Background: an optimization exercise with open tools, aiming at small area, a short achievable clock period and few clock cycles per item. Do not read the settings as production practice.
Only the layout flow was run in this run; the RTL was not checked for function there.
No activity file was given, so power comes from the tool's default toggle rates.

===== flow/config.mk =====
export PLATFORM = sky130hd
export DESIGN_NAME = variable_partition_allocator_core
export DESIGN_NICKNAME = variable_partition_allocator_core
export VERILOG_FILES = /design/flow/design.v
export SDC_FILE = /design/flow/constraint.sdc
export NUM_CORES = 4
export LEC_CHECK = 0
export CAP_MARGIN = 20
export CORE_MARGIN = 2
export CORE_UTILIZATION = 40
export SLEW_MARGIN = 20

===== flow/constraint.sdc =====
create_clock -name core_clock -period 11.0 [get_ports {aclk}]
set_input_delay 2.2000 -clock core_clock [delete_from_list [all_inputs] [get_ports {aclk}]]
set_output_delay 2.2000 -clock core_clock [all_outputs]
set_load 0.01 [all_outputs]

===== flow/design.v =====
module variable_partition_allocator_core (
    input  logic        aclk,
    input  logic        aresetn,
    input  logic        s_tvalid,
    output logic        s_tready,
    input  logic [39:0] s_tdata,    
    input  logic        s_tuser,    
    output logic        m_tvalid,
    input  logic        m_tready,
    output logic [39:0] m_tdata,    
    input  logic        psel,
    input  logic        penable,
    input  logic        pwrite,
    input  logic [2:0]  paddr,
    input  logic [31:0] pwdata,
    output logic [31:0] prdata,
    output logic        pready
);
    localparam int N  = 16;
    localparam int AB = 16;
    localparam int SB = 17;
    localparam logic [2:0] AddrPolicy = 3'd0;
    localparam logic [2:0] AddrLimit  = 3'd4;
    function automatic logic lt17(input logic [16:0] a, input logic [16:0] b);
        logic r;
        r = 1'b0;
        for (int i = 0; i < 17; i++) r = (!a[i] && b[i]) || (!(a[i] && !b[i]) && r);
        lt17 = r;
    endfunction
    function automatic logic lt18(input logic [17:0] a, input logic [17:0] b);
        logic r;
        r = 1'b0;
        for (int i = 0; i < 18; i++) r = (!a[i] && b[i]) || (!(a[i] && !b[i]) && r);
        lt18 = r;
    endfunction
    logic [1:0]  policy_reg;
    logic [15:0] limit_reg;
    logic        cfg_wr;
    assign pready = 1'b1;
    assign cfg_wr = psel && penable && pwrite;
    always_ff @(posedge aclk) begin
        if (!aresetn) begin
            policy_reg <= 2'd0;
            limit_reg  <= '0;
        end else if (cfg_wr) begin
            if (paddr == AddrPolicy) policy_reg <= pwdata[1:0];
            if (paddr == AddrLimit)  limit_reg  <= pwdata[15:0];
        end
    end
    always_comb begin
        prdata = '0;
        if (paddr == AddrPolicy) prdata = {30'd0, policy_reg};
        if (paddr == AddrLimit)  prdata = {16'd0, limit_reg};
    end
    logic          rv;         
    logic          kind_r;
    logic [SB-1:0] arg_r;      
    logic          ov;
    logic [34:0]   odata;
    logic          adv;        
    logic          take;
    assign adv      = rv && (!ov || m_tready);
    assign s_tready = !rv || !ov || m_tready;
    assign take     = s_tvalid && s_tready;
    logic [N-1:0][AB-1:0] base_q;    
    logic [N-1:0][SB-1:0] size_q;
    logic [N-1:0]         free_q;
    wire [SB-1:0] req_s = arg_r;
    wire [AB-1:0] req_a = arg_r[AB-1:0];
    logic          first;
    logic [SB-1:0] wmask;
    logic [SB:0]   slim;      
    assign first = (policy_reg != 2'd1) && (policy_reg != 2'd2);
    assign wmask = {SB{policy_reg == 2'd2}};
    assign slim  = {1'b0, req_s} + {2'b0, limit_reg};
    logic [N-1:0]         cand;
    logic [N-1:0]         nosplit;
    logic [N-1:0][SB-1:0] key;
    for (genvar g = 0; g < N; g++) begin : g_cand
        assign cand[g]    = free_q[g] && !lt17(size_q[g], req_s) && (req_s != '0);
        assign nosplit[g] = !lt18(slim, {1'b0, size_q[g]});
        assign key[g]     = size_q[g] ^ wmask;
    end
    logic [N-1:0][N-1:0]  bt1;
    logic [N-1:0]         win1;       
    logic [3:0]           gv;         
    logic [3:0][SB-1:0]   gkey;
    for (genvar j = 0; j < N; j++) begin : g_b1j
        for (genvar i = 0; i < N; i++) begin : g_b1i
            if (j > i && j / 4 == i / 4) begin : g_c
                assign bt1[j][i] = !first && lt17(key[j], key[i]);
            end else begin : g_n
                assign bt1[j][i] = 1'b0;
            end
        end
    end
    always_comb begin
        for (int a = 0; a < N; a++) begin
            win1[a] = cand[a];
            for (int b = (a / 4) * 4; b < (a / 4) * 4 + 4; b++) begin
                if (b < a && cand[b] && !bt1[a][b]) win1[a] = 1'b0;
                if (b > a && cand[b] && bt1[b][a])  win1[a] = 1'b0;
            end
        end
        for (int q = 0; q < 4; q++) begin
            gv[q]   = |cand[4*q +: 4];
            gkey[q] = '0;
            for (int a = 4 * q; a < 4 * q + 4; a++) begin
                if (win1[a]) gkey[q] = gkey[q] | key[a];
            end
        end
    end
    logic [3:0][3:0] bt2;
    logic [3:0]      win2;
    for (genvar j = 0; j < 4; j++) begin : g_b2j
        for (genvar i = 0; i < 4; i++) begin : g_b2i
            if (j > i) begin : g_c
                assign bt2[j][i] = !first && lt17(gkey[j], gkey[i]);
            end else begin : g_n
                assign bt2[j][i] = 1'b0;
            end
        end
    end
    always_comb begin
        for (int a = 0; a < 4; a++) begin
            win2[a] = gv[a];
            for (int b = 0; b < 4; b++) begin
                if (b < a && gv[b] && !bt2[a][b]) win2[a] = 1'b0;
                if (b > a && gv[b] && bt2[b][a])  win2[a] = 1'b0;
            end
        end
    end
    logic [N-1:0]  sel;       
    logic          found;
    for (genvar g = 0; g < N; g++) begin : g_sel
        assign sel[g] = win1[g] && win2[g/4];
    end
    assign found = |gv;
    logic [SB-1:0] pz;     
    logic [AB-1:0] pb;     
    logic [SB-1:0] lft;
    logic          exact;
    logic          full;
    always_comb begin
        pz = '0;
        pb = '0;
        for (int i = 0; i < N; i++) begin
            if (sel[i]) begin
                pz = pz | size_q[i];
                pb = pb | base_q[i];
            end
        end
    end
    assign lft   = pz - req_s;
    assign exact = |(sel & nosplit);
    assign full  = base_q[N-1] != '0;
    logic [N-1:0] hit;
    logic [N-1:0] mleft, mright;
    assign hit[0] = req_a == '0;
    for (genvar g = 1; g < N; g++) begin : g_hit
        assign hit[g] = (base_q[g] == req_a) && (req_a != '0);
    end
    for (genvar g = 0; g < N; g++) begin : g_nb
        if (g == 0) begin : g_l0
            assign mleft[g] = 1'b0;
        end else begin : g_l
            assign mleft[g] = hit[g] && free_q[g-1];
        end
        if (g == N - 1) begin : g_rN
            assign mright[g] = 1'b0;
        end else begin : g_r
            assign mright[g] = hit[g] && free_q[g+1];
        end
    end
    logic          f_ok;
    logic          any_l, any_r;
    logic [SB-1:0] s_p, s_l, s_r, merged;
    assign f_ok  = (|hit) && !(|(hit & free_q));
    assign any_l = |mleft;
    assign any_r = |mright;
    always_comb begin
        s_p = '0;
        s_l = '0;
        s_r = '0;
        for (int i = 0; i < N; i++) begin
            if (hit[i]) s_p = s_p | size_q[i];
        end
        for (int i = 1; i < N; i++) begin
            if (mleft[i]) s_l = s_l | size_q[i-1];
        end
        for (int i = 0; i < N - 1; i++) begin
            if (mright[i]) s_r = s_r | size_q[i+1];
        end
    end
    assign merged = s_p + s_l + s_r;
    logic          do_split, do_exact, do_free;
    logic [N-1:0]  pos;       
    logic [N-1:0]  gt;        
    logic [1:0]    gap;
    assign do_split = adv && !kind_r && found && !exact && !full;
    assign do_exact = adv && !kind_r && found && exact;
    assign do_free  = adv && kind_r && f_ok;
    assign gap      = {1'b0, any_l} + {1'b0, any_r};
    always_comb begin
        if (kind_r) pos = any_l ? (hit >> 1) : hit;
        else        pos = sel;
        for (int i = 0; i < N; i++) begin
            gt[i] = 1'b0;
            for (int j = 0; j < i; j++) gt[i] = gt[i] | pos[j];
        end
    end
    logic [N-1:1][AB-1:0] base_r;
    assign base_q = {base_r, AB'(0)};
    for (genvar g = 0; g < N; g++) begin : g_ent
        wire [AB-1:0] b_m1 = (g >= 2)    ? base_q[(g+N-1)%N] : '0;
        wire [SB-1:0] s_m1 = (g >= 1)    ? size_q[(g+N-1)%N] : '0;
        wire          f_m1 = (g >= 1)    ? free_q[(g+N-1)%N] : 1'b0;
        wire [AB-1:0] b_p1 = (g + 1 < N) ? base_q[(g+1)%N]   : '0;
        wire [SB-1:0] s_p1 = (g + 1 < N) ? size_q[(g+1)%N]   : '0;
        wire          f_p1 = (g + 1 < N) ? free_q[(g+1)%N]   : 1'b0;
        wire [AB-1:0] b_p2 = (g + 2 < N) ? base_q[(g+2)%N]   : '0;
        wire [SB-1:0] s_p2 = (g + 2 < N) ? size_q[(g+2)%N]   : '0;
        wire          f_p2 = (g + 2 < N) ? free_q[(g+2)%N]   : 1'b0;
        wire          ins  = (g >= 1) && do_split && pos[(g+N-1)%N];
        wire          shr  = (g >= 1) && do_split && gt[(g+N-1)%N] && !pos[(g+N-1)%N];
        logic [AB-1:0] b_n;
        logic [SB-1:0] s_n;
        logic          f_n;
        always_comb begin
            b_n = base_q[g];
            s_n = size_q[g];
            f_n = free_q[g];
            if (ins) begin
                b_n = pb + req_s[AB-1:0];
                s_n = lft;
                f_n = 1'b1;
            end else if (shr) begin
                b_n = b_m1;
                s_n = s_m1;
                f_n = f_m1;
            end else if (do_split && pos[g]) begin
                s_n = req_s;
                f_n = 1'b0;
            end else if (do_exact && pos[g]) begin
                f_n = 1'b0;
            end else if (do_free && pos[g]) begin
                s_n = merged;
                f_n = 1'b1;
            end else if (do_free && gt[g] && gap == 2'd1) begin
                b_n = b_p1;
                s_n = s_p1;
                f_n = f_p1;
            end else if (do_free && gt[g] && gap == 2'd2) begin
                b_n = b_p2;
                s_n = s_p2;
                f_n = f_p2;
            end
        end
        if (g == 0) begin : g_e0
            always_ff @(posedge aclk) begin
                if (!aresetn) begin
                    size_q[g] <= SB'(1) << AB;
                    free_q[g] <= 1'b1;
                end else begin
                    size_q[g] <= s_n;
                    free_q[g] <= f_n;
                end
            end
        end else begin : g_e
            always_ff @(posedge aclk) begin
                if (!aresetn) begin
                    base_r[g] <= '0;
                    free_q[g] <= 1'b0;
                end else begin
                    base_r[g] <= b_n;
                    free_q[g] <= f_n;
                end
            end
            always_ff @(posedge aclk) size_q[g] <= s_n;
        end
    end
    logic [1:0]    res_st;
    logic [AB-1:0] res_a;
    logic [SB-1:0] res_s;
    always_comb begin
        res_st = 2'd0;
        res_a  = '0;
        res_s  = '0;
        if (kind_r) begin
            if (!f_ok) res_st = 2'd3;
        end else if (!found) begin
            res_st = 2'd1;
        end else if (exact) begin
            res_a = pb;
            res_s = pz;
        end else if (full) begin
            res_st = 2'd2;
        end else begin
            res_a = pb;
            res_s = req_s;
        end
    end
    always_ff @(posedge aclk) begin
        if (!aresetn) begin
            rv <= 1'b0;
            ov <= 1'b0;
        end else begin
            if (take)     rv <= 1'b1;
            else if (adv) rv <= 1'b0;
            if (adv)           ov <= 1'b1;
            else if (m_tready) ov <= 1'b0;
        end
    end
    always_ff @(posedge aclk) begin
        if (take) begin
            kind_r <= s_tuser;
            arg_r  <= s_tuser ? {1'b0, s_tdata[32:17]} : s_tdata[16:0];
        end
        if (adv) odata <= {res_s, res_a, res_st};
    end
    assign m_tvalid = ov;
    assign m_tdata  = {5'd0, odata};
endmodule

===== flow/run.sh =====
#!/bin/bash
# synth_recipe.tcl (not shown) runs the flow's synth.tcl, then flattens the netlist and writes it again
# the make line also repeats each setting of config.mk as NAME=value (left out here)
make -C /OpenROAD-flow-scripts/flow DESIGN_CONFIG=/design/flow/config.mk WORK_HOME=/design/flow/orfs CLKGATE_MAP_FILE= SYNTH_SCRIPT=/design/flow/synth_recipe.tcl finish

==> reports/results.ini <==
[run_status]
firstError=[ERROR GRT-0116] Global routing finished with congestion. Check the congestion regions in the DRC Viewer.
status=did not finish
failed_stage=global routing

[cts]
clockRootBuffer=clkbuf_16
clockBufferDepth=3
htree_levels=3
hold_buffers=0
cts_made_buffers=82
cts.sinks=601

[synth]
syn_inst=11200
async_reset_ff_frac=0
ys_warn_count=1
synth_edf_count=308
ys.flop_type=edfxtp_1
ys_seq_area_frac=0.187
synth_area_sq_mm=0.0808
synth-seq-cells=601
synth_area_leaders=edfxtp_1 11%, dfxtp_1 7.3%, a21oi_1 4.8%
synth_top_area_frac=0.114
yosys.area.top_type=edfxtp_1
syn_avg_cell_area_sq_um=7.21
ys_types=130

[place]
gp_congestion=1.29
preCtsSetupSlack_ps=-426
dp_hpwl_microns=528000
portBuffers=112

[floorplanning]
die_y_microns=454
initial_core_util=0.404
io_pins=158
row_count=164
die_x_microns=454

[grt]
grt_max_degree=83
grt_pass1_wl_microns=1030000
grt_pass1_vias=118000
grt_usage=0.708
overflow=26

per-layer routing:
metal | overflow | track usage
met5 | 0 | 0.320
met1 | 1 | 0.731
met3 | 1 | 0.541
met2 | 11 | 0.862
met4 | 13 | 0.674
synthesized netlist by cell type, drive strengths merged, types with 123 or more instances:
library cell,n
o22ai,294
a22o,123
dfxtp,293
clkbuf,942
nor3,207
inv,326
mux2i,348
nand2,934
o211ai,235
nand2b,302
xor2,230
a221oi,448
a22oi,373
o221ai,219
nor2b,220
nor2,837
nand3,336
maj3,148
buf,392
a222oi,193
a21oi,786
xnor2,137
a211oi,206
o21ai,740
edfxtp,308
through the flow:
stage               cells  cell area (sq um)  setup TNS [ps]   util
floorplan           11200              80900               0      -
global placement    14800              98000           -8490  0.490
detailed placement  14800              98100           -7850  0.490
CTS                 14900             101000               0  0.505
cells by family after synthesis:
kind of cell,count (synthesis),synth area share
XOR/XNOR,367,0.0398
adder cells (fa/ha/maj),232,0.0333
other,2,0.0000929
multiplexers,396,0.0498
AO/OA/AOI/OAI,4450,0.393
buffers and inverters,1701,0.0876
AND/OR/NAND/NOR,3456,0.209
flip-flops,601,0.187
what timing repair did:
action	4_1_cts
pin swaps	17
buffers inserted	6
gates resized for setup	69
setup endpoints to repair	70
power by group through the flow:
| stage | sequential (uW) | clock [uW] | combinational (uW) |
|---|---|---|---|
| after floorplan | 2450 | 0 | 698 |
| after global placement | 2460 | 0 | 1590 |
| after detailed placement | 2460 | 0 | 1600 |
| after CTS | 2410 | 2880 | 1620 |
how the worst min path moves through the flow:
stage	slack [ps]	cells after the start	endpoint	startpoint
3_5_place_dp	480	2	limit_reg[13]	limit_reg[13]
2_1_floorplan	450	2	limit_reg[10]	limit_reg[10]
3_3_place_gp	480	2	limit_reg[15]	limit_reg[15]
4_1_cts	490	2	limit_reg[13]	limit_reg[13]
